This design comes from an exercise in tuning for small area, a short achievable clock period and few clock cycles per item on the open sky130 flow, not from production work.
At most, simulation tests tie the RTL to the original design; equivalence was not proved.
No functional check of the RTL was part of runs 1 to 4.
Power is estimated from default activity; no workload was simulated.

File: config.mk
export PLATFORM = sky130hd
export DESIGN_NAME = indexed_insert_remove_list
export DESIGN_NICKNAME = indexed_insert_remove_list
export VERILOG_FILES = /design/flow/design.v
export SDC_FILE = /design/flow/constraint.sdc
export NUM_CORES = 4
export LEC_CHECK = 0
export CAP_MARGIN = 20
export CELL_PAD_IN_SITES_DETAIL_PLACEMENT = 1
export CELL_PAD_IN_SITES_GLOBAL_PLACEMENT = 1
export CORE_MARGIN = 2
export CORE_UTILIZATION = 40
export CTS_BUF_LIST = sky130_fd_sc_hd__clkbuf_8
export SETUP_SLACK_MARGIN = 2.5
export SLEW_MARGIN = 20
File: constraint.sdc
create_clock -name core_clock -period 5.0 [get_ports {clk}]
set_input_delay 1.0000 -clock core_clock [delete_from_list [all_inputs] [get_ports {clk}]]
set_output_delay 1.0000 -clock core_clock [all_outputs]
set_load 0.01 [all_outputs]
File: design.v
package iirl_pkg;
	localparam int CAPACITY_DEF    = 16;
	localparam int VALUE_WIDTH_DEF = 32;
	typedef enum logic [1:0] {
		FUNC_READ   = 2'd0,
		FUNC_INSERT = 2'd1,
		FUNC_REMOVE = 2'd2,
		FUNC_FILL   = 2'd3
	} func_t;
	typedef enum logic [1:0] {
		STAT_OK    = 2'd0,
		STAT_RANGE = 2'd1,
		STAT_FULL  = 2'd2
	} status_t;
	typedef struct packed {
		logic load;
		logic exec;
	} iirl_cmd_t;
endpackage
module iirl_ctrl (
	input  logic clk,
	input  logic arst_n,
	input  logic req_valid,
	output logic req_ready,
	output logic rsp_valid,
	input  logic rsp_ready,
	output logic q_free,    
	output logic exec,      
	output logic o_from_x,  
	output logic o_from_k,  
	output logic k_load,    
	output logic k_busy     
);
	logic q_valid, o_valid, k_valid;
	logic q_valid_d, o_valid_d, k_valid_d;
	logic ready_q, rsp_valid_q;    
	logic take;
	assign take      = o_valid & rsp_ready;
	assign exec      = q_valid & ~k_valid;
	assign q_free    = ~q_valid | ~k_valid;
	assign req_ready = ready_q;
	assign rsp_valid = rsp_valid_q;
	assign o_from_k  = k_valid & take;
	assign o_from_x  = exec & (~o_valid | take);
	assign k_load    = exec & o_valid & ~take;
	assign k_busy    = k_valid;
	assign q_valid_d = (q_free & req_valid) | (q_valid & ~exec);
	assign o_valid_d = o_from_k | o_from_x | (o_valid & ~take);
	assign k_valid_d = k_load | (k_valid & ~take);
	always_ff @(posedge clk or negedge arst_n) begin
		if (!arst_n) begin
			q_valid     <= 1'b0;
			o_valid     <= 1'b0;
			k_valid     <= 1'b0;
			ready_q     <= 1'b1;
			rsp_valid_q <= 1'b0;
		end else begin
			q_valid     <= q_valid_d;
			o_valid     <= o_valid_d;
			k_valid     <= k_valid_d;
			ready_q     <= ~q_valid_d | ~k_valid_d;
			rsp_valid_q <= o_valid_d;
		end
	end
endmodule
module iirl_dpath #(
	parameter int CAPACITY    = iirl_pkg::CAPACITY_DEF,
	parameter int VALUE_WIDTH = iirl_pkg::VALUE_WIDTH_DEF,
	localparam int CNT_W      = $clog2(CAPACITY + 1)
) (
	input  logic                   clk,
	input  logic                   arst_n,
	input  logic                   q_free,
	input  logic                   exec,
	input  logic                   o_from_x,
	input  logic                   o_from_k,
	input  logic                   k_load,
	input  logic                   k_busy,
	input  logic [1:0]             in_func,
	input  logic [CNT_W-1:0]       in_position,
	input  logic [VALUE_WIDTH-1:0] in_value,
	output logic [VALUE_WIDTH-1:0] element,
	output logic [CNT_W-1:0]       count,
	output logic [1:0]             status
);
	localparam int IW = $clog2(CAPACITY);
	localparam logic [CNT_W-1:0] CAP_C = CNT_W'(CAPACITY);
	localparam logic [IW-1:0]    LAST  = IW'(CAPACITY - 1);
	function automatic logic gt4(input logic [IW-1:0] a, input logic [IW-1:0] b);
		logic r;
		r = 1'b0;
		for (int i = 0; i < IW; i++) r = (a[i] & ~b[i]) | (~(a[i] ^ b[i]) & r);
		gt4 = r;
	endfunction
	function automatic logic gt5(input logic [CNT_W-1:0] a, input logic [CNT_W-1:0] b);
		logic r;
		r = 1'b0;
		for (int i = 0; i < CNT_W; i++) r = (a[i] & ~b[i]) | (~(a[i] ^ b[i]) & r);
		gt5 = r;
	endfunction
	logic [CNT_W-1:0]       used_q, used_d;    
	logic [IW-1:0]          pos_of_q [CAPACITY];
	logic [VALUE_WIDTH-1:0] word_q [CAPACITY];
	logic [CNT_W-1:0]       pos_q;
	logic [VALUE_WIDTH-1:0] val_q;
	logic                   rd_ok, ins_ok, rem_ok, fill_ok;
	iirl_pkg::status_t      status_d;
	logic [CNT_W-1:0]  len_in;
	logic              in_rd, in_ins, in_rem, in_fill;
	iirl_pkg::status_t in_status;
	assign len_in = exec ? used_d : used_q;
	always_comb begin
		in_status = iirl_pkg::STAT_OK;
		in_rd     = 1'b0;
		in_ins    = 1'b0;
		in_rem    = 1'b0;
		in_fill   = 1'b0;
		case (in_func)
			iirl_pkg::FUNC_READ: begin
				if (gt5(len_in, in_position)) in_rd = 1'b1;
				else in_status = iirl_pkg::STAT_RANGE;
			end
			iirl_pkg::FUNC_INSERT: begin
				if (gt5(in_position, len_in)) in_status = iirl_pkg::STAT_RANGE;
				else if (len_in == CAP_C) in_status = iirl_pkg::STAT_FULL;
				else in_ins = 1'b1;
			end
			iirl_pkg::FUNC_REMOVE: begin
				if (gt5(len_in, in_position)) in_rem = 1'b1;
				else in_status = iirl_pkg::STAT_RANGE;
			end
			default: begin
				if (gt5(in_position, CAP_C)) in_status = iirl_pkg::STAT_RANGE;
				else in_fill = 1'b1;
			end
		endcase
	end
	logic [CNT_W-1:0] in_len;
	always_comb begin
		in_len = len_in;
		if (in_ins) in_len = len_in + CNT_W'(1);
		if (in_rem) in_len = len_in - CNT_W'(1);
		if (in_fill) in_len = in_position;
	end
	always_ff @(posedge clk) begin
		if (q_free) begin
			used_d   <= in_len;
			pos_q    <= in_position;
			val_q    <= in_value;
			rd_ok    <= in_rd;
			ins_ok   <= in_ins;
			rem_ok   <= in_rem;
			fill_ok  <= in_fill;
			status_d <= in_status;
		end
	end
	logic elem_d;
	assign elem_d = rd_ok | rem_ok;
	always_ff @(posedge clk or negedge arst_n) begin
		if (!arst_n) used_q <= '0;
		else if (exec) used_q <= used_d;
	end
	logic [IW-1:0] x;
	assign x = pos_q[IW-1:0];
	for (genvar s = 0; s < CAPACITY; s++) begin : g_slot
		logic [IW-1:0] v, nv, step;
		logic at_last, at_x, above_x;
		assign v       = pos_of_q[s];
		assign at_last = &v;
		assign at_x    = (v == x);
		assign above_x = gt4(v, x);
		logic carry;
		always_comb begin
			carry = 1'b1;
			for (int b = 0; b < IW; b++) begin
				step[b] = v[b] ^ carry;
				carry   = carry & (v[b] ^ ~ins_ok);
			end
		end
		assign nv = ins_ok ? (at_last ? x : step) : (at_x ? LAST : step);
		always_ff @(posedge clk or negedge arst_n) begin
			if (!arst_n) pos_of_q[s] <= IW'(s);
			else if (exec && (ins_ok || rem_ok) && (at_x || above_x)) pos_of_q[s] <= nv;
		end
		always_ff @(posedge clk) begin
			if (exec && (fill_ok || (ins_ok && at_last)))
				word_q[s] <= val_q;
		end
	end
	logic [IW-1:0] rd_pos;
	always_ff @(posedge clk) begin
		if (k_load) rd_pos <= rem_ok ? LAST : x;
		else if (q_free && (!k_busy || o_from_k)) rd_pos <= in_position[IW-1:0];
		else if (o_from_k) rd_pos <= x;
	end
	logic [VALUE_WIDTH-1:0] rd_word;
	always_comb begin
		rd_word = '0;
		for (int s = 0; s < CAPACITY; s++)
			if (pos_of_q[s] == rd_pos) rd_word = rd_word | word_q[s];
	end
	logic              k_elem;
	iirl_pkg::status_t k_status;
	always_ff @(posedge clk) begin
		if (k_load) begin
			k_elem   <= elem_d;
			k_status <= status_d;
		end
	end
	logic                   rd_elem;
	logic [VALUE_WIDTH-1:0] element_q;
	logic [CNT_W-1:0]       count_q;
	iirl_pkg::status_t      status_q;
	assign rd_elem = o_from_k ? k_elem : elem_d;
	always_ff @(posedge clk) begin
		if (o_from_k || o_from_x) begin
			element_q <= rd_elem ? rd_word : '0;
			count_q   <= o_from_k ? used_q : used_d;
			status_q  <= o_from_k ? k_status : status_d;
		end
	end
	assign element = element_q;
	assign count   = count_q;
	assign status  = status_q;
endmodule
module indexed_insert_remove_list #(
	parameter int CAPACITY    = iirl_pkg::CAPACITY_DEF,
	parameter int VALUE_WIDTH = iirl_pkg::VALUE_WIDTH_DEF,
	localparam int CNT_W      = $clog2(CAPACITY + 1)
) (
	input  logic                   clk,
	input  logic                   arst_n,
	input  logic                   req_valid,
	output logic                   req_ready,
	input  logic [1:0]             req_func,
	input  logic [CNT_W-1:0]       req_position,
	input  logic [VALUE_WIDTH-1:0] req_value,
	output logic                   rsp_valid,
	input  logic                   rsp_ready,
	output logic [VALUE_WIDTH-1:0] rsp_element,
	output logic [CNT_W-1:0]       rsp_count,
	output logic [1:0]             rsp_status
);
	logic q_free, exec, o_from_x, o_from_k, k_load, k_busy;
	iirl_ctrl u_ctrl (
		.clk       (clk),
		.arst_n    (arst_n),
		.req_valid (req_valid),
		.req_ready (req_ready),
		.rsp_valid (rsp_valid),
		.rsp_ready (rsp_ready),
		.q_free    (q_free),
		.exec      (exec),
		.o_from_x  (o_from_x),
		.o_from_k  (o_from_k),
		.k_load    (k_load),
		.k_busy    (k_busy)
	);
	iirl_dpath #(
		.CAPACITY    (CAPACITY),
		.VALUE_WIDTH (VALUE_WIDTH)
	) u_dpath (
		.clk         (clk),
		.arst_n      (arst_n),
		.q_free      (q_free),
		.exec        (exec),
		.o_from_x    (o_from_x),
		.o_from_k    (o_from_k),
		.k_load      (k_load),
		.k_busy      (k_busy),
		.in_func     (req_func),
		.in_position (req_position),
		.in_value    (req_value),
		.element     (rsp_element),
		.count       (rsp_count),
		.status      (rsp_status)
	);
endmodule
File: run.sh
#!/bin/bash
# synth_recipe.tcl (not shown) runs the flow's synth.tcl, then flattens the netlist and writes it again
# the make line also repeats each setting of config.mk as NAME=value (left out here)
make -C /OpenROAD-flow-scripts/flow DESIGN_CONFIG=/design/flow/config.mk WORK_HOME=/design/flow/orfs CLKGATE_MAP_FILE= SYNTH_SCRIPT=/design/flow/synth_recipe.tcl finish
==> results of run 1 <==
## sequential cells by signal, summed over array words and instances, names as in the netlist, 4 cells and up
name and count:
u_dpath.word_q 512, u_dpath.pos_of_q 64, u_dpath.element_q 32, u_dpath.val_q 32, u_dpath.count_q 5, u_dpath.used_d 5
u_dpath.used_q 5, u_dpath.pos_q 4, u_dpath.rd_pos 4
## synthesized netlist by cell type (2+ instances only)
cell / instances
and3_1: 50
o32ai_1: 3
nand4_1: 18
mux2i_1: 23
clkbuf_1: 126
o22ai_1: 2
nor2_1: 89
buf_2: 25
a21oi_1: 57
a221oi_1: 97
a22o_1: 97
o221ai_1: 13
nor4_1: 7
o21ai_0: 86
a32oi_1: 16
buf_4: 4
nand3_1: 71
xnor2_1: 3
edfxtp_1: 605
mux2_2: 21
inv_1: 31
a211oi_1: 18
o21a_1: 16
dfrtp_1: 40
a31oi_1: 48
nor3b_1: 2
nand2b_1: 4
a21o_1: 30
a221o_1: 16
dfstp_2: 33
xor2_1: 64
ha_1: 74
buf_1: 6
nand2_1: 96
nor3_1: 66
nor4_2: 11
o31ai_1: 29
a22oi_1: 65
nor2b_1: 4
o211ai_1: 15
o22a_1: 4
## path summary, 6_finish.rpt
| kind | startpoint | end | slack [ns] |
|---|---|---|---|
| max | u_ctrl.q_valid$_DFF_PN0_ | u_dpath.used_d[3]$_DFFE_PN_ | 1.84 |
| min | arst_n | u_dpath.used_q[4]$_DFF_PN0_ | 0.23 |
| max reg2reg | u_ctrl.q_valid$_DFF_PN0_ | u_dpath.used_d[3]$_DFFE_PN_ | 1.84 |
| min reg2reg | u_dpath.status_d[1]$_DFFE_PN_ | u_dpath.k_status[1]$_DFFE_PP_ | 0.53 |
| max in group asynchronous | arst_n | u_dpath.pos_of_q[10][0]$_DFFE_PN0P_ | 3.69 |
| min in group core_clock | u_dpath.status_d[1]$_DFFE_PN_ | u_dpath.k_status[1]$_DFFE_PP_ | 0.53 |
## metal layers
metal  GRT usage, %  up-vias  part of all wire (%)
li1               -     8725                     -
met1          33.72    10540                    43
met2          41.63      659                    49
met3          3.758      143                   5.9
met4          6.856        0                   2.3
met5              0        -                     0
## metrics by stage
stage	setup slack, ns	hold slack [ns]
floorplan	1.892	0.4204
global placement	1.142	0.5123
detailed placement	1.136	0.5080
CTS	1.840	0.2130
global route	1.682	0.2381
finish	1.840	0.2316
## logic make-up (layout without fill, tap and decap cells)
group                    Yosys count  after routing  synth area share (%)
flip-flops                       678            678                 67.97
AO/OA/AOI/OAI                    620            631                 15.53
AND/OR/NAND/NOR                  424            424                 7.136
buffers and inverters            192            396                 2.602
adder cells (fa/ha/maj)           74             74                 3.141
XOR/XNOR                          67             67                 1.991
multiplexers                      45             45                 1.630
other                              0              1                     0
## power breakdown
part | switching (W) | leakage [nW] | total, W | internal [W]
clock | 0.00225 | 1.20 | 0.00453 | 0.00227
sequential | 0.00144 | 6.46 | 0.00948 | 0.00805
combinational | 0.00521 | 4.17 | 0.00845 | 0.00325
total | 0.00889 | 11.8 | 0.0225 | 0.0136
## cells in the final DEF, fill, tap and decap left out, drive strengths merged, types with 18 or more instances in the layout
master / count
ha: 74
clkbuf: 116
clkinv: 25
a211oi: 18
nor3: 66
a21o: 30
a31oi: 48
nor2: 89
dfrtp: 40
a22oi: 65
dfstp: 33
mux2i: 24
o21a: 27
a22o: 97
edfxtp: 605
nand4: 18
buf: 93
o21ai: 86
a221oi: 97
xor2: 64
clkdlybuf4s50: 41
inv: 80
nand2: 96
nor4: 18
o31ai: 29
a21oi: 57
and3: 50
dlygate4sd2: 25
nand3: 71
mux2: 21
## final cells by class
| cell class | count | area [µm²] | area share, % |
|---|---|---|---|
| Sequential cell | 678 | 20040 | 58.37 |
| Multi-Input combinational cell | 1241 | 9214 | 26.84 |
| Timing Repair Buffer | 172 | 1730 | 5.041 |
| Clock buffer | 114 | 1569 | 4.571 |
| Tap cell | 959 | 1200 | 3.496 |
| Clock inverter | 79 | 450.4 | 1.312 |
| Inverter | 31 | 122.6 | 0.3572 |
| Antenna cell | 1 | 2.502 | 0.007290 |
## timing repair
action / in CTS / in global routing
setup endpoints to repair: 626 / 558
buffers inserted: 24 / 15
gates cloned: 10 / 2
hold buffers: 0 / 0
pin swaps: 9 / 7
gates resized for setup: 111 / 49
==> impl_metrics.env, run 1 <==
export IMPL_yosys_warnings=4
export IMPL_path_cells="nor2b_4 > buf_4 > mux2i_4 > inv_1 > ha_1 > nand3_1 > nor2_1 > a22o_1 > or3b_4 > o32ai_4 > xnor2_1 > a21oi_1"
export IMPL_slew_viol_final=0
export IMPL_power_leakage_nw=11.84
export IMPL_synth_top_area_share_pct=61.64
export IMPL_yosysUniqueCellTypes=56
export IMPL_critPathLaunchType="flop"
export IMPL_cts_max_level=3
export IMPL_nets=2352
export IMPL_cts_tree="done"
export IMPL_final_cells=3275
export IMPL_die_x_um=275.5
export IMPL_tns_ns=0
export IMPL_cp_depth=12
export IMPL_setup_viol=0
export IMPL_start_util_pct=40.40
export IMPL_rows=99
export IMPL_root_buffer="clkbuf_8"
export IMPL_syn_inst=2100
export IMPL_synth_edf_count=605
export IMPL_core_area_um2=72960
export IMPL_drc=0
export IMPL_fin_area_um2=34330
export IMPL_drt_iter0_drc=1937
export IMPL_fillers=7298
export IMPL_worstSkewPairLatency_ns=0.75
export IMPL_rsz0062_at_grt="true"
export IMPL_grt_usage_pct=24.86
export IMPL_dieArea_um2=75880
export IMPL_place_inst=3029
export IMPL_die_h_um=275.5
export IMPL_wire_per_inst_um=29.17
export IMPL_yosys_register_bits=678
export IMPL_cp_end_kind="flop"
export IMPL_finalPower_w=0.02246
export IMPL_ir_drop_mv=0.3116
export IMPL_grt_max_degree=84
export IMPL_viasPerCell=6.127
export IMPL_worstMarginPinSlew_ns=1.116
export IMPL_status="no timing/DRC/antenna violations"
export IMPL_worstRegToRegCells=12
export IMPL_clockBufferDepth=3
export IMPL_antenna_found_initial=2
export IMPL_synth_cell_area_um2=29480
export IMPL_arrival_ns=3.65
export IMPL_hold_violations=0
export IMPL_period_share_pct=63.19
export IMPL_grt_pass1_wl_um=138000
export IMPL_dr_pass1_iters=5
export IMPL_antenna_left=0
export IMPL_dpl_instance_area_um2=31460
export IMPL_gp_congestion=0.7749
export IMPL_hold_path_class="in -> async"
export IMPL_grt_pass1_vias=20770
export IMPL_slowest_stage="or3b_4"
export IMPL_post_route_util_pct=47.05
export IMPL_slew_limit_headroom_pct=25.63
export IMPL_numCtsBuffers=111
export IMPL_slowest_delay_ns=0.43
export IMPL_drive_gt1_share_pct=15.72
export IMPL_crit_fanout=5
export IMPL_cp_required_ns=5.49
export IMPL_dp_hpwl_um=48010
export IMPL_clk_pin_slew_worst_paths_ns=0.06
export IMPL_synthArstFlopShare_pct=10.77
export IMPL_p_per_area_nw_per_um2=654.3
export IMPL_max_cap_violations=0
export IMPL_area_growth_pct=16.45
export IMPL_seq_area_frac_synth_pct=67.97
export IMPL_io_buffers=83
export IMPL_synth_top_flop_cell="edfxtp_1"
export IMPL_clock_sinks=678
export IMPL_path_delay_family="simple AND/OR/NAND/NOR gates"
export IMPL_wl_um=95520
export IMPL_syn_num_nets=2217
export IMPL_fin_skew_ns=0.04646
export IMPL_synth_top_cells_by_area="edfxtp_1 62%, dfrtp_1 3.4%, ha_1 3.1%, dfstp_2 2.9%, a221oi_1 2.9%"
export IMPL_ioPinCount=84
export IMPL_gr_total_overflow=0
export IMPL_fmax_mhz=316.5
export IMPL_crit_buf_inv=2
export IMPL_post_route_min_period_ns=3.160
export IMPL_syn_mean_instance_area_um2=14.04
export IMPL_criticalPathCategory="reg -> reg"
export IMPL_vias=20070
export IMPL_synth_top_area_cell="edfxtp_1"
==> run 2, diff against run 1 <==
--- a/config.mk
+++ b/config.mk
@@ -12,4 +12,4 @@
 export CORE_UTILIZATION = 40
 export CTS_BUF_LIST = sky130_fd_sc_hd__clkbuf_8
-export SETUP_SLACK_MARGIN = 2.5
+export SETUP_SLACK_MARGIN = 2.0
 export SLEW_MARGIN = 20
==> impl_metrics.env, run 2 <==
export IMPL_status="no timing/DRC/antenna violations"
export IMPL_critPathLaunchType="input pin"
export IMPL_max_cap_violations=0
export IMPL_worstMarginPinSlew_ns=1.118
export IMPL_synth_cells_most_frequent="605 x edfxtp_1, 126 x clkbuf_1, 97 x a221oi_1, 97 x a22o_1, 96 x nand2_1"
export IMPL_layout_setup_ws_ns=1.838
export IMPL_dr_pass1_iters=5
export IMPL_clockPowerShare_pct=20.2
export IMPL_synth_top_area_cell="edfxtp_1"
export IMPL_dieArea_um2=75880
export IMPL_r2r_end="u_dpath.used_d[1]$_DFFE_PN_"
export IMPL_fillers=7261
export IMPL_p_sw_w=0.008751
export IMPL_drive_gt1_share_pct=13.97
export IMPL_worstRegToRegCells=13
export IMPL_clk_pin_slew_worst_paths_ns=0.05
export IMPL_regMostFlops="u_dpath.word_q"
export IMPL_regArea_um2=20040
export IMPL_start_util_pct=40.40
export IMPL_fin_area_um2=33970
export IMPL_period_share_pct=63.25
export IMPL_wl_um=91760
export IMPL_criticalPathCategory="in -> reg"
export IMPL_syn_num_nets=2217
export IMPL_yosysUniqueCellTypes=56
export IMPL_antenna_left=0
export IMPL_ir_drop_mv=0.3435
export IMPL_setup_viol=0
export IMPL_power_leakage_nw=11.66
export IMPL_yosys_register_bits=678
export IMPL_wire_per_inst_um=28.11
export IMPL_antenna_found_initial=1
export IMPL_clockBufferDepth=3
export IMPL_crit_fanout=6
export IMPL_slowest_stage="clkdlybuf4s50_1"
export IMPL_slew_viol_final=0
export IMPL_seq_area_frac_synth_pct=67.97
export IMPL_drt_iter0_drc=1900
export IMPL_tns_ns=0
export IMPL_core_area_um2=72960
export IMPL_p_per_area_nw_per_um2=656.3
export IMPL_grt_pass1_vias=20490
export IMPL_rsz0062_at_grt="true"
export IMPL_vias=19840
export IMPL_timing_rr_start="u_ctrl.k_valid$_DFF_PN0_"
export IMPL_pwr_share_comb_pct=37.3
export IMPL_grt_max_degree=105
export IMPL_worstSkewPairLatency_ns=0.73
export IMPL_multiInputGateArea_um2=9021
export IMPL_syn_mean_instance_area_um2=14.04
export IMPL_fin_skew_ns=0.04568
export IMPL_fmax_mhz=316.2
export IMPL_largest_register_ffs=512
export IMPL_hold_path_class="in -> async"
export IMPL_p_int_w=0.01354
export IMPL_slew_limit_headroom_pct=25.50
export IMPL_clock_sinks=678
export IMPL_post_route_min_period_ns=3.162
export IMPL_rows=99
export IMPL_largestRegisters="u_dpath.word_q x512, u_dpath.pos_of_q x64"
export IMPL_path_cells="clkdlybuf4s50_1 > ha_4 > and2_4 > a221o_1 > a22o_1 > or3b_4 > inv_4 > a211oi_1 > a211oi_2 > a21oi_1"
export IMPL_dpl_instance_area_um2=31470
export IMPL_hold_violations=0
export IMPL_cp_required_ns=5.44
export IMPL_dp_hpwl_um=48620
export IMPL_synthArstFlopShare_pct=10.77
export IMPL_die_h_um=275.5
export IMPL_nets=2329
export IMPL_post_place_ws_ns=0.9662
export IMPL_r2r_slack_ns=1.84
export IMPL_cts_tree="done"
export IMPL_final_cell_mix="605 x edfxtp_1, 119 x clkbuf_8, 97 x a22o_1, 97 x a221oi_1, 95 x nand2_1"
export IMPL_layout_commonest_cell="edfxtp_1"
export IMPL_numCtsBuffers=110
export IMPL_yosysMostFrequentCell="edfxtp_1"
export IMPL_viasPerCell=6.077
export IMPL_io_buffers=83
export IMPL_synth_top_area_share_pct=61.64
export IMPL_syn_inst=2100
export IMPL_swShare_pct=39.25
export IMPL_gr_total_overflow=0
export IMPL_area_growth_pct=15.25
export IMPL_die_x_um=275.5
export IMPL_synth_edf_count=605
export IMPL_cts_max_level=3
export IMPL_grt_pass1_wl_um=133200
export IMPL_arrival_ns=3.60
export IMPL_grt_usage_pct=23.94
export IMPL_cp_end_kind="flop"
export IMPL_root_buffer="clkbuf_8"
export IMPL_synth_cell_area_um2=29480
export IMPL_synth_top_flop_cell="edfxtp_1"
export IMPL_drc=0
export IMPL_synth_top_cells_by_area="edfxtp_1 62%, dfrtp_1 3.4%, ha_1 3.1%, dfstp_2 2.9%, a221oi_1 2.9%"
export IMPL_yosys_warnings=4
export IMPL_ioPinCount=84
export IMPL_gp_congestion=0.7862
export IMPL_seq_power_share_pct=42.5
export IMPL_slowest_delay_ns=0.73
-- run 2: layout make-up --
class | instances | share of cell area (%)
antenna | 1 | 0.007366
clock buffer | 119 | 4.821
clock inverter | 86 | 1.190
inverter | 31 | 0.3609
multi-input combinational | 1230 | 26.56
sequential | 678 | 58.98
tap | 959 | 3.532
timing repair buffer | 161 | 4.552
-- run 2: timing repair --
item                                    4_1_cts  5_1_grt
setup buffers                                22        5
pin swaps                                     6        8
endpoints found under the setup margin       74       13
gates resized for setup                      23       11
hold buffers                                  0        0
-- run 2: metrics by stage --
step	hold WS, ns	instances	util [%]	total power, W
3_5_place_dp	0.4499	3031	43.13	0.01751
3_3_place_gp	0.4438	3031	43.13	0.01710
2_1_floorplan	0.4204	2100	-	0.01413
5_1_grt	0.4101	3265	46.56	0.02349
6_report	0.4068	3265	46.56	0.02229
4_1_cts	0.3680	3258	46.40	0.02232
-- run 2: kinds of logic (layout without fill, tap and decap cells) --
group	after synthesis	after routing	share of synthesized area (%)
xor gates and xnor gates	67	67	1.991
AOI/OAI and AO/OA	620	620	15.53
buffers and inverters	192	397	2.602
other	0	1	0
muxes	45	45	1.630
adders and majority gates	74	74	3.141
DFF	678	678	67.97
and+or+nand+nor	424	424	7.136
-- run 2: how the worst max path moves through the flow --
stage | start | endpoint | slack, ns | cells after the start
after floorplan | u_ctrl.k_valid$_DFF_PN0_ | u_dpath.used_d[1]$_DFFE_PN_ | 1.89 | 14
after global placement | req_position[2] | u_dpath.used_d[1]$_DFFE_PN_ | 1.04 | 11
after detailed placement | req_position[2] | u_dpath.used_d[1]$_DFFE_PN_ | 0.97 | 11
after CTS | u_ctrl.k_valid$_DFF_PN0_ | u_dpath.used_d[1]$_DFFE_PN_ | 1.85 | 12
after global routing | u_ctrl.q_valid$_DFF_PN0_ | u_dpath.used_d[3]$_DFFE_PN_ | 1.75 | 12
final | req_position[3] | u_dpath.used_d[1]$_DFFE_PN_ | 1.84 | 10
-- run 2: layer usage --
metal | track usage, % | routed length [µm] | part of all wire [%]
met1 | 32.43 | 40130 | 44
met5 | 0 | 0 | 0
met3 | 3.541 | 4728 | 5.2
met2 | 39.81 | 44480 | 48
met4 | 7.496 | 2429 | 2.6
-- run 2: power by group through the flow --
stage,clock [W],sequential [W],combinational [W]
floorplan,0,0.00872,0.00540
global placement,0,0.00957,0.00753
detailed placement,0,0.00968,0.00783
CTS,0.00460,0.00947,0.00824
global route,0.00483,0.00966,0.00901
finish,0.00451,0.00948,0.00831
-- run 2: worst max-delay path: cells and delay by family --
kind / cells / cell delay (ns)
buffers and inverters: 2 / 0.83
adder cells (fa/ha/maj): 1 / 0.28
AO/OA/AOI/OAI: 5 / 0.89
AND/OR/NAND/NOR: 2 / 0.59
==> run 3, diff against run 2 <==
--- a/design.v
+++ b/design.v
@@ -99,5 +99,5 @@
 		gt5 = r;
 	endfunction
-	logic [CNT_W-1:0]       used_q, used_d;    
+	logic [CNT_W-1:0]       used_q, used_d;
 	logic [IW-1:0]          pos_of_q [CAPACITY];
 	logic [VALUE_WIDTH-1:0] word_q [CAPACITY];
@@ -106,8 +106,26 @@
 	logic                   rd_ok, ins_ok, rem_ok, fill_ok;
 	iirl_pkg::status_t      status_d;
-	logic [CNT_W-1:0]  len_in;
+	localparam int NC = 4;
+	logic [CNT_W-1:0] cand [NC];
+	logic [NC-1:0]    c_pick, c_lt, c_gt, c_full;
+	assign cand[0] = used_q;
+	assign cand[1] = used_q + CNT_W'(1);
+	assign cand[2] = used_q - CNT_W'(1);
+	assign cand[3] = pos_q;
+	assign c_pick[1] = exec & ins_ok;
+	assign c_pick[2] = exec & rem_ok;
+	assign c_pick[3] = exec & fill_ok;
+	assign c_pick[0] = ~(c_pick[1] | c_pick[2] | c_pick[3]);
+	for (genvar c = 0; c < NC; c++) begin : g_cmp
+		assign c_lt[c]   = gt5(cand[c], in_position);
+		assign c_gt[c]   = gt5(in_position, cand[c]);
+		assign c_full[c] = (cand[c] == CAP_C);
+	end
+	logic              in_lt, in_gt, in_full;
 	logic              in_rd, in_ins, in_rem, in_fill;
 	iirl_pkg::status_t in_status;
-	assign len_in = exec ? used_d : used_q;
+	assign in_lt   = |(c_pick & c_lt);
+	assign in_gt   = |(c_pick & c_gt);
+	assign in_full = |(c_pick & c_full);
 	always_comb begin
 		in_status = iirl_pkg::STAT_OK;
@@ -118,14 +136,14 @@
 		case (in_func)
 			iirl_pkg::FUNC_READ: begin
-				if (gt5(len_in, in_position)) in_rd = 1'b1;
+				if (in_lt) in_rd = 1'b1;
 				else in_status = iirl_pkg::STAT_RANGE;
 			end
 			iirl_pkg::FUNC_INSERT: begin
-				if (gt5(in_position, len_in)) in_status = iirl_pkg::STAT_RANGE;
-				else if (len_in == CAP_C) in_status = iirl_pkg::STAT_FULL;
+				if (in_gt) in_status = iirl_pkg::STAT_RANGE;
+				else if (in_full) in_status = iirl_pkg::STAT_FULL;
 				else in_ins = 1'b1;
 			end
 			iirl_pkg::FUNC_REMOVE: begin
-				if (gt5(len_in, in_position)) in_rem = 1'b1;
+				if (in_lt) in_rem = 1'b1;
 				else in_status = iirl_pkg::STAT_RANGE;
 			end
@@ -136,14 +154,6 @@
 		endcase
 	end
-	logic [CNT_W-1:0] in_len;
-	always_comb begin
-		in_len = len_in;
-		if (in_ins) in_len = len_in + CNT_W'(1);
-		if (in_rem) in_len = len_in - CNT_W'(1);
-		if (in_fill) in_len = in_position;
-	end
 	always_ff @(posedge clk) begin
 		if (q_free) begin
-			used_d   <= in_len;
 			pos_q    <= in_position;
 			val_q    <= in_value;
@@ -157,4 +167,10 @@
 	logic elem_d;
 	assign elem_d = rd_ok | rem_ok;
+	always_comb begin
+		used_d = used_q;
+		if (ins_ok) used_d = used_q + CNT_W'(1);
+		if (rem_ok) used_d = used_q - CNT_W'(1);
+		if (fill_ok) used_d = pos_q;
+	end
 	always_ff @(posedge clk or negedge arst_n) begin
 		if (!arst_n) used_q <= '0;
--- a/config.mk
+++ b/config.mk
@@ -12,4 +12,4 @@
 export CORE_UTILIZATION = 40
 export CTS_BUF_LIST = sky130_fd_sc_hd__clkbuf_8
-export SETUP_SLACK_MARGIN = 2.0
+export SETUP_SLACK_MARGIN = 2.6
 export SLEW_MARGIN = 20
==> impl_metrics.env, run 3 <==
export IMPL_numCtsBuffers=110
export IMPL_regArea_um2=19930
export IMPL_area_growth_pct=22.09
export IMPL_vias=20960
export IMPL_post_route_util_pct=49.10
export IMPL_multiInputGateArea_um2=10800
export IMPL_cts_tree="done"
export IMPL_synth_top_area_share_pct=59.38
export IMPL_critPathLaunchType="flop"
export IMPL_period_share_pct=50.62
export IMPL_tns_ns=0
export IMPL_ir_drop_mv=0.2842
export IMPL_hold_path_class="in -> async"
export IMPL_syn_inst=2163
export IMPL_clock_sinks=674
export IMPL_largest_register_ffs=512
export IMPL_cp_end_kind="flop"
export IMPL_status="no timing/DRC/antenna violations"
export IMPL_seq_area_frac_synth_pct=65.53
export IMPL_drt_iter0_drc=1844
export IMPL_drc=0
export IMPL_fillers=7419
export IMPL_hold_slack_ns=0.3163
export IMPL_yosysUniqueCellTypes=56
export IMPL_grt_max_degree=92
export IMPL_yosys_register_bits=674
export IMPL_synth_top_flop_cell="edfxtp_1"
export IMPL_slew_viol_final=0
export IMPL_dr_wl_met2_um=50850
export IMPL_syn_mean_instance_area_um2=14.05
export IMPL_grt_pass1_vias=21340
export IMPL_syn_num_nets=2307
export IMPL_power_leakage_nw=12.87
export IMPL_clk_pin_slew_worst_paths_ns=0.07
export IMPL_slew_limit_headroom_pct=37.27
export IMPL_fin_area_um2=37110
export IMPL_hold_violations=0
export IMPL_worstSkewPairLatency_ns=0.74
export IMPL_grt_usage_pct=24.62
export IMPL_antenna_left=0
export IMPL_dr_pass1_iters=5
export IMPL_fmax_mhz=395.1
export IMPL_synth_cells_most_frequent="601 x edfxtp_1, 121 x a21oi_1, 119 x nand2_1, 101 x ha_1, 99 x a221oi_1"
export IMPL_gp_congestion=0.8194
export IMPL_final_cell_mix="601 x edfxtp_1, 117 x clkbuf_8, 112 x nand2_1, 112 x a21oi_1, 105 x buf_4"
export IMPL_max_cap_violations=0
export IMPL_wire_per_inst_um=30.01
export IMPL_root_buffer="clkbuf_8"
export IMPL_synth_top_cells_by_area="edfxtp_1 59%, ha_1 4.2%, dfrtp_1 3.3%, dfstp_2 2.9%, a221oi_1 2.9%"
export IMPL_core_area_um2=75570
export IMPL_layout_commonest_cell="edfxtp_1"
export IMPL_start_util_pct=40.22
export IMPL_ioPinCount=84
export IMPL_drt_met1_wl_um=43160
export IMPL_p_per_area_nw_per_um2=680.3
export IMPL_dpl_instance_area_um2=32430
export IMPL_synth_cell_area_um2=30390
export IMPL_synthArstFlopShare_pct=10.83
export IMPL_arrival_ns=3.00
export IMPL_yosysMostFrequentCell="edfxtp_1"
export IMPL_worstRegToRegCells=9
export IMPL_viasPerCell=6.099
export IMPL_rsz0062_at_grt="true"
export IMPL_fin_skew_ns=0.03872
export IMPL_finalPower_w=0.02524
export IMPL_dp_hpwl_um=50350
export IMPL_top_layer="met4"
export IMPL_drive_gt1_share_pct=25.07
export IMPL_worstMarginPinSlew_ns=0.9410
export IMPL_cp_required_ns=5.47
export IMPL_regMostFlops="u_dpath.word_q"
export IMPL_antenna_found_initial=2
export IMPL_gr_total_overflow=0
export IMPL_io_buffers=83
export IMPL_crit_fanout=5
export IMPL_cts_max_level=3
export IMPL_wl_met3_um=6444
export IMPL_criticalPathCategory="reg -> reg"
export IMPL_yosys_warnings=5
export IMPL_clockBufferDepth=3
export IMPL_largestRegisters="u_dpath.word_q x512, u_dpath.pos_of_q x64"
export IMPL_synth_edf_count=601
export IMPL_post_route_min_period_ns=2.531
export IMPL_nets=2517
export IMPL_dieArea_um2=78200
export IMPL_grt_pass1_wl_um=141500
export IMPL_die_x_um=279.7
export IMPL_setup_viol=0
export IMPL_wl_um=103100
export IMPL_rows=101
export IMPL_synth_top_area_cell="edfxtp_1"
export IMPL_die_h_um=279.7
-- run 3: final timing paths --
path | startpoint | end | slack (ns)
max | u_dpath.used_q[1]$_DFFE_PN0P_ | u_dpath.status_d[0]$_DFFE_PN_ | 2.47
min | arst_n | u_dpath.pos_of_q[1][1]$_DFFE_PN0P_ | 0.32
max reg2reg | u_dpath.used_q[1]$_DFFE_PN0P_ | u_dpath.status_d[0]$_DFFE_PN_ | 2.47
min reg2reg | u_dpath.status_d[1]$_DFFE_PN_ | u_dpath.k_status[1]$_DFFE_PP_ | 0.48
max in group asynchronous | arst_n | u_dpath.pos_of_q[6][1]$_DFFE_PN1P_ | 3.74
min in group core_clock | u_dpath.status_d[1]$_DFFE_PN_ | u_dpath.k_status[1]$_DFFE_PP_ | 0.48
-- run 3: routing by layer --
metal  vias up  global-route usage, %
met5         -                      0
met4         0                  6.924
met3       181                  3.912
met2       755                  41.62
met1     10970                  32.89
li1       9047                      -
-- run 3: critical path: stages, from the launching register on --
cell,delay [ns]
dfrtp_2,0.48
ha_4,0.22
and3_1,0.22
xnor2_2,0.16
ha_1,0.34
a21oi_2,0.17
o21ai_1,0.08
a32oi_1,0.23
o211ai_1,0.16
and3b_1,0.22
-- run 3: final cells by class --
cell class | instances | share of cell area, %
flip-flops and latches | 674 | 53.72
multi-input cells | 1294 | 29.11
repair buffers | 266 | 7.843
clock buffers | 117 | 4.340
well taps | 978 | 3.298
clock inverters | 79 | 1.349
inverters | 27 | 0.3305
diodes | 1 | 0.006744
-- run 3: per-stage QoR --
| step | setup slack, ns | std cells |
|---|---|---|
| final | 2.469 | 3436 |
| after global routing | 2.393 | 3436 |
| after CTS | 2.490 | 3379 |
| after detailed placement | 1.133 | 3120 |
| after global placement | 1.261 | 3118 |
| after floorplan | 2.038 | 2163 |
-- run 3: kinds of logic (layout without fill, tap and decap cells) --
family	Yosys count	in the layout	share of synthesized area [%]
xor+xnor	73	73	2.227
mux	48	48	1.655
fa+ha+maj	101	101	4.158
compound gates	637	638	14.98
buf+inv	196	489	3.256
flops	674	674	65.53
other cells	0	1	0
simple gates	434	434	8.196
-- run 3: report_power, final --
| part | switching, W | total [W] | internal, W | leakage, nW |
|---|---|---|---|---|
| Clock | 0.00229 | 0.00472 | 0.00243 | 1.24 |
| Combinational | 0.00646 | 0.0110 | 0.00456 | 5.23 |
| Sequential | 0.00151 | 0.00951 | 0.00800 | 6.41 |
| Total | 0.0103 | 0.0252 | 0.0150 | 12.9 |
-- run 3: what timing repair did --
action / 4_1_cts / 5_1_grt
setup buffers: 56 / 44
pin swaps: 29 / 40
cloned: 7 / 12
setup endpoints to repair: 675 / 59
hold buffers: 0 / 0
resized for setup: 261 / 153
==> run 4, diff against run 3 <==
==> flow/run.sh (new file) <==
#!/bin/bash
# The standard layout, with two settings the platform fixes changed:
# the port buffers are plain buffers rather than delay cells, and timing
# repair may resize cells across footprints.
set -euo pipefail
bash standard.sh MATCH_CELL_FOOTPRINT=0 "BUFFER_PORTS_ARGS=-buffer_cell sky130_fd_sc_hd__buf_2" finish > standard.log 2>&1
==> standard.sh (new file) <==
#!/bin/bash
# synth_recipe.tcl (not shown) runs the flow's synth.tcl, then flattens the netlist and writes it again
# the make line also repeats each setting of config.mk as NAME=value (left out here)
make -C /OpenROAD-flow-scripts/flow DESIGN_CONFIG=/design/flow/config.mk WORK_HOME=/design/flow/orfs CLKGATE_MAP_FILE= SYNTH_SCRIPT=/design/flow/synth_recipe.tcl "${@:-finish}"
removed: run.sh
==> impl_metrics.env, run 4 <==
export IMPL_drc=0
export IMPL_seq_power_share_pct=38.6
export IMPL_drive_gt1_share_pct=26.06
export IMPL_crit_buf_inv=2
export IMPL_vias=20780
export IMPL_cp_required_ns=5.49
export IMPL_p_sw_w=0.01005
export IMPL_finalPower_w=0.02463
export IMPL_die_h_um=279.7
export IMPL_numCtsBuffers=113
export IMPL_post_place_ws_ns=1.641
export IMPL_synth_cells_most_frequent="601 x edfxtp_1, 121 x a21oi_1, 119 x nand2_1, 101 x ha_1, 99 x a221oi_1"
export IMPL_path_delay_family="simple AND/OR/NAND/NOR gates"
export IMPL_synth_edf_count=601
export IMPL_cts_tree="done"
export IMPL_clockBufferDepth=3
export IMPL_yosys_register_bits=674
export IMPL_p_int_w=0.01457
export IMPL_path_cells="buf_6 > nor3_4 > xnor2_2 > inv_1 > ha_1 > nand2_2 > o21ai_2 > a311oi_2 > o211ai_1 > and3b_1"
export IMPL_grt_max_degree=104
export IMPL_slew_viol_final=0
export IMPL_root_buffer="clkbuf_8"
export IMPL_rsz0062_at_grt="true"
export IMPL_syn_num_nets=2307
export IMPL_grt_pass1_vias=21580
export IMPL_wl_um=98740
export IMPL_dieArea_um2=78200
export IMPL_synth_top_area_cell="edfxtp_1"
export IMPL_regMostFlops="u_dpath.word_q"
export IMPL_core_area_um2=75570
export IMPL_cp_end_kind="flop"
export IMPL_hold_violations=0
export IMPL_io_buffers=83
export IMPL_yosys_warnings=5
export IMPL_yosysUniqueCellTypes=56
export IMPL_clockPowerShare_pct=19.0
export IMPL_dp_hpwl_um=50800
export IMPL_grt_pass1_wl_um=140400
export IMPL_crit_start="u_dpath.used_q[0]$_DFFE_PN0P_"
export IMPL_start_util_pct=40.22
export IMPL_largestRegisters="u_dpath.word_q x512, u_dpath.pos_of_q x64"
export IMPL_multiInputGateArea_um2=10470
export IMPL_layout_commonest_cell="edfxtp_1"
export IMPL_viasPerCell=6.028
export IMPL_power_leakage_nw=12.70
export IMPL_syn_mean_instance_area_um2=14.05
export IMPL_swShare_pct=40.83
export IMPL_worstSkewPairLatency_ns=0.76
export IMPL_post_route_min_period_ns=2.493
export IMPL_fmax_mhz=401.1
export IMPL_arrival_ns=2.98
export IMPL_critPathLaunchType="flop"
export IMPL_die_x_um=279.7
export IMPL_largest_register_ffs=512
export IMPL_gr_total_overflow=0
export IMPL_criticalPathCategory="reg -> reg"
export IMPL_grt_usage_pct=24.29
export IMPL_p_per_area_nw_per_um2=677.2
export IMPL_status="no timing/DRC/antenna violations"
export IMPL_pwr_share_comb_pct=42.3
export IMPL_rows=101
export IMPL_seq_area_frac_synth_pct=65.53
export IMPL_synthArstFlopShare_pct=10.83
export IMPL_worstMarginPinSlew_ns=0.8953
export IMPL_layout_setup_ws_ns=2.507
export IMPL_cts_max_level=3
export IMPL_crit_fanout=4
export IMPL_antenna_left=0
export IMPL_ir_drop_mv=0.3518
export IMPL_fin_skew_ns=0.04031
export IMPL_gp_congestion=0.7778
export IMPL_clock_sinks=674
export IMPL_synth_top_cells_by_area="edfxtp_1 59%, ha_1 4.2%, dfrtp_1 3.3%, dfstp_2 2.9%, a221oi_1 2.9%"
export IMPL_ctsHoldBuffers=0
export IMPL_slowest_delay_ns=0.48
export IMPL_synth_top_flop_cell="edfxtp_1"
export IMPL_hold_path_class="in -> async"
export IMPL_synth_top_area_share_pct=59.38
export IMPL_synth_cell_area_um2=30390
export IMPL_drt_iter0_drc=1659
export IMPL_period_share_pct=49.87
export IMPL_tns_ns=0
export IMPL_regArea_um2=19930
export IMPL_syn_inst=2163
export IMPL_antenna_found_initial=2
export IMPL_slowest_stage="dfrtp_2"
export IMPL_ioPinCount=84
export IMPL_slew_limit_headroom_pct=40.31
export IMPL_fillers=7548
export IMPL_timing_rr_start="u_dpath.used_q[0]$_DFFE_PN0P_"
export IMPL_dr_pass1_iters=6
export IMPL_clk_pin_slew_worst_paths_ns=0.06
export IMPL_final_cell_mix="601 x edfxtp_1, 115 x clkbuf_8, 113 x a21oi_1"
export IMPL_nets=2517
export IMPL_area_growth_pct=19.65
export IMPL_max_cap_violations=0
export IMPL_setup_viol=0
export IMPL_wire_per_inst_um=28.64
export IMPL_yosysMostFrequentCell="edfxtp_1"
run 4: layer usage:
layer | global-route usage [%] | share of wire (%) | vias to the layer above
li1 | - | - | 9094
met1 | 31.66 | 42 | 10810
met2 | 41.32 | 49 | 698
met3 | 4.729 | 6.4 | 174
met4 | 6.787 | 2.5 | 0
met5 | 0 | 0 | -
run 4: what timing repair did:
| item | CTS | global route |
|---|---|---|
| endpoints found under the setup margin | 591 | 303 |
| gates resized for setup | 130 | 98 |
| pin swaps | 34 | 38 |
| cloned | 4 | 9 |
| buffers inserted | 86 | 24 |
run 4: through the flow:
stage                     hold slack (ns)  instances  utilization, %  area (µm²)
after detailed placement           0.4448       3113           42.38       32030
after global placement             0.4463       3112           42.37       32020
after global routing               0.3222       3446           48.12       36360
after CTS                          0.2975       3412           47.01       35530
final                              0.3286       3447           48.12       36360
after floorplan                    0.4204       2163               -       30560
run 4: worst reg2reg max path: cells and delay by family, from the launching register on:
family	cells	cell delay (ns)
adders and majority gates	1	0.29
xor gates and xnor gates	1	0.18
buffers and inverters	2	0.25
and+or+nand+nor	3	0.54
AOI/OAI and AO/OA	3	0.51
DFF	1	0.48
run 4: cells by family (layout without fill, tap and decap cells):
kind of cell | count (synthesis) | in the layout | share of synthesized area, %
and+or+nand+nor | 434 | 435 | 8.196
other | 0 | 2 | 0
muxes | 48 | 48 | 1.655
adders and majority gates | 101 | 101 | 4.158
buffers and inverters | 196 | 499 | 3.256
xor gates and xnor gates | 73 | 73 | 2.227
AOI/OAI and AO/OA | 637 | 637 | 14.98
DFF | 674 | 674 | 65.53
run 4: worst paths after layout:
| kind | cells after the start | end | slack [ns] |
|---|---|---|---|
| worst max-delay path | 10 | u_dpath.status_d[0]$_DFFE_PN_ | 2.51 |
| worst min-delay path | 1 | u_ctrl.rsp_valid_q$_DFF_PN0_ | 0.33 |
| max in group asynchronous | 2 | u_dpath.pos_of_q[11][1]$_DFFE_PN1P_ | 3.65 |
| worst min register to register | 0 | u_dpath.k_status[1]$_DFFE_PP_ | 0.47 |
| worst max register to register | 10 | u_dpath.status_d[0]$_DFFE_PN_ | 2.51 |
| min in group core_clock | 1 | u_dpath.val_q[30]$_DFFE_PN_ | 0.41 |
run 4: layout make-up:
cell class              instances  share of cell area [%]
clock buffers                 115                   4.353
inverters                      27                  0.3475
well taps                     978                   3.365
diodes                          2                 0.01376
multi-input cells            1294                   28.80
flip-flops and latches        674                   54.82
clock inverters                94                   1.497
repair buffers                263                   6.806
run 4: power groups by stage:
| stage | Clock, W | Combinational (W) | Sequential [W] |
|---|---|---|---|
| finish | 0.00469 | 0.0104 | 0.00951 |
| global route | 0.00500 | 0.0112 | 0.00968 |
| CTS | 0.00479 | 0.00975 | 0.00945 |
| detailed placement | 0 | 0.00851 | 0.00967 |
| global placement | 0 | 0.00821 | 0.00956 |
| floorplan | 0 | 0.00639 | 0.00869 |
==> run 5, diff against run 4 <==
--- a/design.v
+++ b/design.v
@@ -100,4 +100,5 @@
 	endfunction
 	logic [CNT_W-1:0]       used_q, used_d;
+	logic [CNT_W-1:0]       used_up, used_dn;    
 	logic [IW-1:0]          pos_of_q [CAPACITY];
 	logic [VALUE_WIDTH-1:0] word_q [CAPACITY];
@@ -110,6 +111,6 @@
 	logic [NC-1:0]    c_pick, c_lt, c_gt, c_full;
 	assign cand[0] = used_q;
-	assign cand[1] = used_q + CNT_W'(1);
-	assign cand[2] = used_q - CNT_W'(1);
+	assign cand[1] = used_up;
+	assign cand[2] = used_dn;
 	assign cand[3] = pos_q;
 	assign c_pick[1] = exec & ins_ok;
@@ -169,11 +170,26 @@
 	always_comb begin
 		used_d = used_q;
-		if (ins_ok) used_d = used_q + CNT_W'(1);
-		if (rem_ok) used_d = used_q - CNT_W'(1);
+		if (ins_ok) used_d = used_up;
+		if (rem_ok) used_d = used_dn;
 		if (fill_ok) used_d = pos_q;
 	end
 	always_ff @(posedge clk or negedge arst_n) begin
-		if (!arst_n) used_q <= '0;
-		else if (exec) used_q <= used_d;
+		if (!arst_n) begin
+			used_q  <= '0;
+			used_up <= CNT_W'(1);
+			used_dn <= '1;
+		end else if (exec) begin
+			used_q <= used_d;
+			if (ins_ok) begin
+				used_up <= used_up + CNT_W'(1);
+				used_dn <= used_q;
+			end else if (rem_ok) begin
+				used_up <= used_q;
+				used_dn <= used_dn - CNT_W'(1);
+			end else if (fill_ok) begin
+				used_up <= pos_q + CNT_W'(1);
+				used_dn <= pos_q - CNT_W'(1);
+			end
+		end
 	end
 	logic [IW-1:0] x;
@@ -205,8 +221,16 @@
 	end
 	logic [IW-1:0] rd_pos;
+	logic          rd_en;
 	always_ff @(posedge clk) begin
-		if (k_load) rd_pos <= rem_ok ? LAST : x;
-		else if (q_free && (!k_busy || o_from_k)) rd_pos <= in_position[IW-1:0];
-		else if (o_from_k) rd_pos <= x;
+		if (k_load) begin
+			rd_pos <= rem_ok ? LAST : x;
+			rd_en  <= elem_d;
+		end else if (q_free && (!k_busy || o_from_k)) begin
+			rd_pos <= in_position[IW-1:0];
+			rd_en  <= in_rd | in_rem;
+		end else if (o_from_k) begin
+			rd_pos <= x;
+			rd_en  <= elem_d;
+		end
 	end
 	logic [VALUE_WIDTH-1:0] rd_word;
@@ -216,22 +240,16 @@
 			if (pos_of_q[s] == rd_pos) rd_word = rd_word | word_q[s];
 	end
-	logic              k_elem;
 	iirl_pkg::status_t k_status;
 	always_ff @(posedge clk) begin
-		if (k_load) begin
-			k_elem   <= elem_d;
-			k_status <= status_d;
-		end
+		if (k_load) k_status <= status_d;
 	end
-	logic                   rd_elem;
 	logic [VALUE_WIDTH-1:0] element_q;
 	logic [CNT_W-1:0]       count_q;
 	iirl_pkg::status_t      status_q;
-	assign rd_elem = o_from_k ? k_elem : elem_d;
 	always_ff @(posedge clk) begin
 		if (o_from_k || o_from_x) begin
-			element_q <= rd_elem ? rd_word : '0;
-			count_q   <= o_from_k ? used_q : used_d;
-			status_q  <= o_from_k ? k_status : status_d;
+			element_q <= rd_en ? rd_word : '0;
+			count_q   <= k_busy ? used_q : used_d;
+			status_q  <= k_busy ? k_status : status_d;
 		end
 	end
--- a/config.mk
+++ b/config.mk
@@ -10,6 +10,6 @@
 export CELL_PAD_IN_SITES_GLOBAL_PLACEMENT = 1
 export CORE_MARGIN = 2
-export CORE_UTILIZATION = 40
-export CTS_BUF_LIST = sky130_fd_sc_hd__clkbuf_8
-export SETUP_SLACK_MARGIN = 2.6
+export CORE_UTILIZATION = 50
+export CTS_BUF_LIST = sky130_fd_sc_hd__clkbuf_16
+export SETUP_SLACK_MARGIN = 2.75
 export SLEW_MARGIN = 20
==> impl_metrics.env, run 5 <==
export IMPL_wl_um=102000
export IMPL_synth_xor_area_share_pct=2.385
export IMPL_cp_end_kind="flop"
export IMPL_grt_pass1_wl_um=147100
export IMPL_synth_top_cells_by_area="edfxtp_1 58%, ha_1 4.0%, dfrtp_1 3.5%, dfstp_2 3.3%, a22oi_1 3.2%"
export IMPL_die_x_um=254.5
export IMPL_area_growth_pct=19.75
export IMPL_synth_top_family_by_area="compound AO/OA/AOI/OAI gates"
export IMPL_synth_cells_most_frequent="601 x edfxtp_1, 132 x a22oi_1, 130 x nand2_1, 126 x nand3_1, 120 x a21oi_1"
export IMPL_multiInputGateArea_um2=11130
export IMPL_rsz0062_at_grt="true"
export IMPL_yosys_area_share_adder_pct=4.029
export IMPL_yosys_register_bits=684
export IMPL_regArea_um2=20190
export IMPL_cts_max_level=3
export IMPL_synth_cell_area_um2=31370
export IMPL_fin_area_um2=37560
export IMPL_yosys_warnings=5
export IMPL_rows=91
export IMPL_nets=2594
export IMPL_vias=21600
export IMPL_syn_mean_instance_area_um2=13.82
export IMPL_arrival_ns=2.76
export IMPL_grt_max_degree=82
export IMPL_fillers=5839
export IMPL_max_cap_violations=0
export IMPL_post_route_min_period_ns=2.391
export IMPL_diodes=0
export IMPL_cp_required_ns=5.37
export IMPL_cts_tree="done"
export IMPL_dp_hpwl_um=52170
export IMPL_syn_num_nets=2414
export IMPL_worstMarginPinSlew_ns=0.9392
export IMPL_seq_area_frac_synth_pct=64.31
export IMPL_numCtsBuffers=74
export IMPL_regMostFlops="u_dpath.word_q"
export IMPL_setup_viol=0
export IMPL_core_area_um2=61830
export IMPL_status="no timing/DRC/antenna violations"
export IMPL_root_buffer="clkbuf_16"
export IMPL_critPathLaunchType="flop"
export IMPL_clock_sinks=684
export IMPL_synthMuxAreaShare_pct=1.791
export IMPL_ioPinCount=84
export IMPL_dpl_instance_area_um2=32490
export IMPL_grt_pass1_vias=22180
export IMPL_io_buffers=83
export IMPL_dieArea_um2=64760
export IMPL_drc=0
export IMPL_clk_pin_slew_worst_paths_ns=0.06
export IMPL_drt_iter0_drc=1987
export IMPL_synth_compound_area_share_pct=14.93
export IMPL_drive_gt1_share_pct=25.64
export IMPL_gr_total_overflow=0
export IMPL_p_per_area_nw_per_um2=697.2
export IMPL_synthArstFlopShare_pct=12.13
export IMPL_synth_top_flop_cell="edfxtp_1"
export IMPL_antenna_left=0
export IMPL_fin_skew_ns=0.03301
export IMPL_ctsHoldBuffers=0
export IMPL_yosysMostFrequentCell="edfxtp_1"
export IMPL_syn_inst=2270
export IMPL_gp_congestion=0.8293
export IMPL_crit_fanout=7
export IMPL_ir_drop_mv=0.3177
export IMPL_synth_top_area_cell="edfxtp_1"
export IMPL_start_util_pct=50.74
export IMPL_viasPerCell=6.448
export IMPL_slew_limit_headroom_pct=37.39
export IMPL_slew_viol_final=0
export IMPL_clockBufferDepth=3
export IMPL_yosysUniqueCellTypes=57
export IMPL_layout_setup_ws_ns=2.609
export IMPL_synth_simple_area_share_pct=8.919
export IMPL_antenna_found_initial=1
export IMPL_wire_per_inst_um=30.47
export IMPL_synth_top_area_share_pct=57.53
export IMPL_fmax_mhz=418.3
export IMPL_post_place_ws_ns=1.699
export IMPL_die_h_um=254.5
export IMPL_dr_pass1_iters=5
export IMPL_largestRegisters="u_dpath.word_q x512, u_dpath.pos_of_q x64"
export IMPL_hold_path_class="reg -> reg"
export IMPL_hold_violations=0
export IMPL_worstSkewPairLatency_ns=0.63
export IMPL_grt_usage_pct=31.10
export IMPL_layout_commonest_cell="edfxtp_1"
export IMPL_tns_ns=0
export IMPL_largest_register_ffs=512
export IMPL_final_cell_mix="601 x edfxtp_1, 130 x a22oi_1, 123 x nand3_1"
export IMPL_criticalPathCategory="reg -> reg"
export IMPL_synth_edf_count=601
export IMPL_power_leakage_nw=13.44
export IMPL_period_share_pct=47.81
## run 5: cell count changes in the layout (fill, tap and decap cells not counted), moves of 35 or more
cell	change
a22o_1	-35
nand3_1	+70
clkbuf_16	+71
a221oi_2	+36
clkbuf_8	-115
a221oi_1	-71
a22oi_1	+77
## run 5: logic make-up after synthesis
group / Yosys count
mux: 54
flops: 684
simple gates: 503
compound gates: 651
xor+xnor: 70
buf+inv: 207
fa+ha+maj: 101
## run 5: report_power, final
part	switching (W)	internal (W)
combinational	0.00656	0.00440
clock	0.00240	0.00319
sequential	0.00152	0.00812
total	0.0105	0.0157
## run 5: critical path: stages, from the launching register on
cell	delay [ns]
edfxtp_1	0.41
buf_4	0.17
buf_12	0.15
xor2_4	0.15
nor4_4	0.05
buf_6	0.14
buf_12	0.13
buf_6	0.11
a22o_4	0.25
a221oi_4	0.26
nand3_1	0.11
o21a_1	0.19
## run 5: final cells by class
| cell class | instances | area share (%) |
|---|---|---|
| Timing Repair Buffer | 273 | 6.815 |
| Tap cell | 837 | 2.788 |
| Inverter | 34 | 0.4363 |
| Timing Repair inverter | 1 | 0.02332 |
| Sequential cell | 684 | 53.74 |
| Multi-Input combinational cell | 1382 | 29.62 |
| Clock inverter | 63 | 1.576 |
| Clock buffer | 75 | 4.996 |
## run 5: repair_timing
action	4_1_cts	5_1_grt
buffers inserted	74	48
gates cloned	8	4
setup endpoints to repair	667	510
gates resized for setup	160	138
hold endpoints to repair	0	0
pin swaps	24	45
## run 5: per-layer routing
metal | up-vias | part of all wire (%) | GRT usage, %
met5 | - | 0 | 0
met4 | 0 | 3.4 | 10.82
met3 | 194 | 6.9 | 4.307
met2 | 888 | 49 | 52.41
met1 | 11180 | 40 | 41.48
li1 | 9333 | - | -
## run 5: metrics by stage
stage          hold WS, ns  cells  total power, W  util, %
6_report            0.4598   3349         0.02619    60.76
5_1_grt             0.4891   3349         0.02742    60.76
4_1_cts             0.4579   3297         0.02519    58.90
3_5_place_dp        0.4413   3077         0.01853    52.56
3_3_place_gp        0.4334   3075         0.01809    52.50
2_1_floorplan       0.4222   2270         0.01560        -
## run 5: final timing paths
kind	start	endpoint	slack (ns)	cells past startpoint
min in group asynchronous	arst_n	u_dpath.pos_of_q[8][1]$_DFFE_PN0P_	0.51	1
min reg2reg	u_dpath.status_d[0]$_DFFE_PN_	u_dpath.k_status[0]$_DFFE_PP_	0.46	0
max	u_dpath.rd_pos[0]$_DFFE_PP_	u_dpath.element_q[1]$_SDFFCE_PN0P_	2.61	11
min	u_dpath.status_d[0]$_DFFE_PN_	u_dpath.k_status[0]$_DFFE_PP_	0.46	0
max reg2reg	u_dpath.rd_pos[0]$_DFFE_PP_	u_dpath.element_q[1]$_SDFFCE_PN0P_	2.61	11
max in group asynchronous	arst_n	u_dpath.pos_of_q[15][2]$_DFFE_PN1P_	3.48	2
Testbench counts of run 5, summed over its fixed seeds: cycles 32,016, items 32,000.
==> run 6, diff against run 5 <==
--- a/config.mk
+++ b/config.mk
@@ -10,6 +10,8 @@
 export CELL_PAD_IN_SITES_GLOBAL_PLACEMENT = 1
 export CORE_MARGIN = 2
-export CORE_UTILIZATION = 50
-export CTS_BUF_LIST = sky130_fd_sc_hd__clkbuf_16
-export SETUP_SLACK_MARGIN = 2.75
+export CORE_UTILIZATION = 55
+export CTS_BUF_LIST = sky130_fd_sc_hd__clkbuf_8
+export CTS_CLUSTER_DIAMETER = 50
+export CTS_CLUSTER_SIZE = 20
+export SETUP_SLACK_MARGIN = 2.65
 export SLEW_MARGIN = 20
==> impl_metrics.env, run 6 <==
export IMPL_yosysUniqueCellTypes=57
export IMPL_clock_sinks=684
export IMPL_syn_inst=2270
export IMPL_io_buffers=83
export IMPL_arrival_ns=2.98
export IMPL_die_x_um=242.8
export IMPL_synth_top_cells_by_area="edfxtp_1 58%, ha_1 4.0%, dfrtp_1 3.5%, dfstp_2 3.3%, a22oi_1 3.2%"
export IMPL_tns_ns=0
export IMPL_dr_pass1_iters=6
export IMPL_dp_hpwl_um=53740
export IMPL_start_util_pct=55.63
export IMPL_p_per_area_nw_per_um2=690.9
export IMPL_wl_um=111500
export IMPL_ctsHoldBuffers=0
export IMPL_ir_drop_mv=0.3856
export IMPL_synth_top_area_share_pct=57.53
export IMPL_hold_violations=0
export IMPL_period_share_pct=50.14
export IMPL_gp_congestion=0.7863
export IMPL_yosys_warnings=5
export IMPL_syn_mean_instance_area_um2=13.82
export IMPL_drt_iter0_drc=2766
export IMPL_synthArstFlopShare_pct=12.13
export IMPL_final_cell_mix="601 x edfxtp_1, 122 x a22oi_1, 119 x nand3_1"
export IMPL_post_route_util_pct=66.39
export IMPL_vias=22510
export IMPL_timing_rr_start="u_dpath.rd_pos[0]$_DFFE_PP_"
export IMPL_fin_skew_ns=0.04950
export IMPL_slew_viol_final=0
export IMPL_core_area_um2=56390
export IMPL_crit_start="u_dpath.rd_pos[0]$_DFFE_PP_"
export IMPL_worstSkewPairLatency_ns=0.72
export IMPL_largest_register_ffs=512
export IMPL_syn_num_nets=2414
export IMPL_nets=2612
export IMPL_post_route_min_period_ns=2.507
export IMPL_criticalPathCategory="reg -> reg"
export IMPL_cp_end_kind="flop"
export IMPL_gr_total_overflow=0
export IMPL_fmax_mhz=398.9
export IMPL_clk_pin_slew_worst_paths_ns=0.11
export IMPL_fillers=5214
export IMPL_yosysMostFrequentCell="edfxtp_1"
export IMPL_antenna_left=0
export IMPL_seq_area_frac_synth_pct=64.31
export IMPL_power_leakage_nw=13.35
export IMPL_synth_cells_most_frequent="601 x edfxtp_1, 132 x a22oi_1, 130 x nand2_1, 126 x nand3_1, 120 x a21oi_1"
export IMPL_largestRegisters="u_dpath.word_q x512, u_dpath.pos_of_q x64"
export IMPL_grt_usage_pct=36.12
export IMPL_grt_pass1_wl_um=155500
export IMPL_ioPinCount=84
export IMPL_clockBufferDepth=3
export IMPL_root_buffer="clkbuf_8"
export IMPL_cts_max_level=3
export IMPL_wire_per_inst_um=34.00
export IMPL_status="no timing/DRC/antenna violations"
export IMPL_dieArea_um2=58960
export IMPL_critPathLaunchType="flop"
export IMPL_slew_limit_headroom_pct=38.35
export IMPL_synth_top_flop_cell="edfxtp_1"
export IMPL_die_h_um=242.8
export IMPL_antenna_found_initial=2
export IMPL_worstRegToRegCells=10
export IMPL_worstMarginPinSlew_ns=0.9247
export IMPL_grt_max_degree=77
export IMPL_crit_fanout=6
export IMPL_r2r_slack_ns=2.49
export IMPL_rows=87
export IMPL_regMostFlops="u_dpath.word_q"
export IMPL_hold_path_class="in -> async"
export IMPL_max_cap_violations=0
export IMPL_area_growth_pct=19.34
export IMPL_synth_edf_count=601
export IMPL_grt_pass1_vias=23120
export IMPL_setup_viol=0
export IMPL_yosys_register_bits=684
export IMPL_cp_required_ns=5.47
export IMPL_synth_cell_area_um2=31370
export IMPL_drc=0
export IMPL_rsz0062_at_grt="true"
export IMPL_viasPerCell=6.864
export IMPL_synth_top_area_cell="edfxtp_1"
export IMPL_numCtsBuffers=69
export IMPL_drive_gt1_share_pct=27.40
export IMPL_layout_commonest_cell="edfxtp_1"
export IMPL_cts_tree="done"
[run 6: worst max-delay path, cell delays in order, from the launching register on]
cell      delay, ns
edfxtp_1       0.53
buf_12         0.22
buf_12         0.13
xor2_4         0.15
nor4_4         0.05
buf_6          0.15
buf_8          0.14
buf_2          0.17
a22oi_1        0.37
nand3_1        0.14
o21a_1         0.19
[run 6: final timing paths]
| path | to |
|---|---|
| worst max-delay path | u_dpath.element_q[16]$_SDFFCE_PN0P_ |
| worst min-delay path | u_ctrl.q_valid$_DFF_PN0_ |
| worst max register to register | u_dpath.element_q[16]$_SDFFCE_PN0P_ |
| worst min register to register | u_dpath.k_status[0]$_DFFE_PP_ |
| max in group asynchronous | u_dpath.pos_of_q[1][0]$_DFFE_PN1P_ |
| min in group core_clock | u_dpath.k_status[0]$_DFFE_PP_ |
[run 6: timing repair]
item	in CTS	in global routing
buffers inserted	106	27
cloned	20	9
gates resized for setup	218	126
endpoints found under the setup margin	664	380
pin swaps	55	69
[run 6: through the flow]
step	hold slack, ns	setup slack [ns]	cell area (µm²)	instances	power, W
global route	0.4270	2.453	37430	3279	0.02685
floorplan	0.4222	2.456	31510	2270	0.01559
finish	0.3850	2.493	37430	3279	0.02586
detailed placement	0.4487	1.499	32340	2991	0.01849
global placement	0.4488	1.605	32300	2989	0.01797
CTS	0.3734	2.562	36400	3242	0.02452
[run 6: area by class of cell]
type	count	area (µm²)	share of cell area, %
clock buffers	70	963.4	2.574
inverters	34	140.1	0.3744
well taps	756	945.9	2.527
repair buffers	290	2954	7.892
flip-flops and latches	684	20180	53.92
clock inverters	55	676.9	1.808
multi-input cells	1389	11570	30.90
diodes	1	2.502	0.006685
[run 6: cells by family after synthesis]
family / after synthesis / synth area share (%)
flip-flops: 684 / 64.31
AO/OA/AOI/OAI: 651 / 14.93
AND/OR/NAND/NOR: 503 / 8.919
buffers and inverters: 207 / 3.630
adder cells (fa/ha/maj): 101 / 4.029
XOR/XNOR: 70 / 2.385
multiplexers: 54 / 1.791
[run 6: report_power, final]
| part | internal [W] | switching (W) | leakage, nW | total, W |
|---|---|---|---|---|
| Clock | 0.00172 | 0.00242 | 0.820 | 0.00415 |
| Sequential | 0.00812 | 0.00179 | 6.53 | 0.00991 |
| Combinational | 0.00477 | 0.00705 | 6.00 | 0.0118 |
| Total | 0.0146 | 0.0113 | 13.3 | 0.0259 |
[run 6: per-layer routing]
metal,up-vias,global-route usage (%),part of all wire (%)
li1,9354,-,-
met1,11580,46.72,37
met2,1261,61.05,49
met3,314,5.020,8.3
met4,0,16.19,4.8
met5,-,0,0

## port drivers added, routing unchanged
The results above use ideal ports. As a check the final layouts listed here were re-extracted and re-timed, cells and wires unchanged.
Step 1, drivers: a clkbuf_16 drives clk and a buf_2 each remaining input, both assumed.
Step 2 also shifts input and output timing later by t, the mid clock arrival at the registers, as if the neighbouring blocks saw the same clock.
Three values: no drivers, after step 1, after step 2; two values: the first two.
run	t, ns	slack for setup (ns)	worst setup path after step 2	clock arrival spread, ns
run 1	0.794	1.840 / 1.840 / 1.092	input to register	0.047 / 0.047
run 2	0.771	1.838 / 1.841 / 1.103	input to register	0.046 / 0.046
run 3	0.780	2.469 / 2.469 / 1.709	input to register	0.039 / 0.039
run 4	0.800	2.507 / 2.507 / 1.901	input to register	0.043 / 0.043
run 5	0.679	2.609 / 2.609 / 2.179	input to register	0.033 / 0.033
run 6	0.760	2.493 / 2.493 / 2.096	input to register	0.050 / 0.050
After both steps setup and hold are still met in every run listed. For run 3, which loses most, drivers alone change the setup slack by 0.000 ns; drivers and shift together by -0.760 ns.
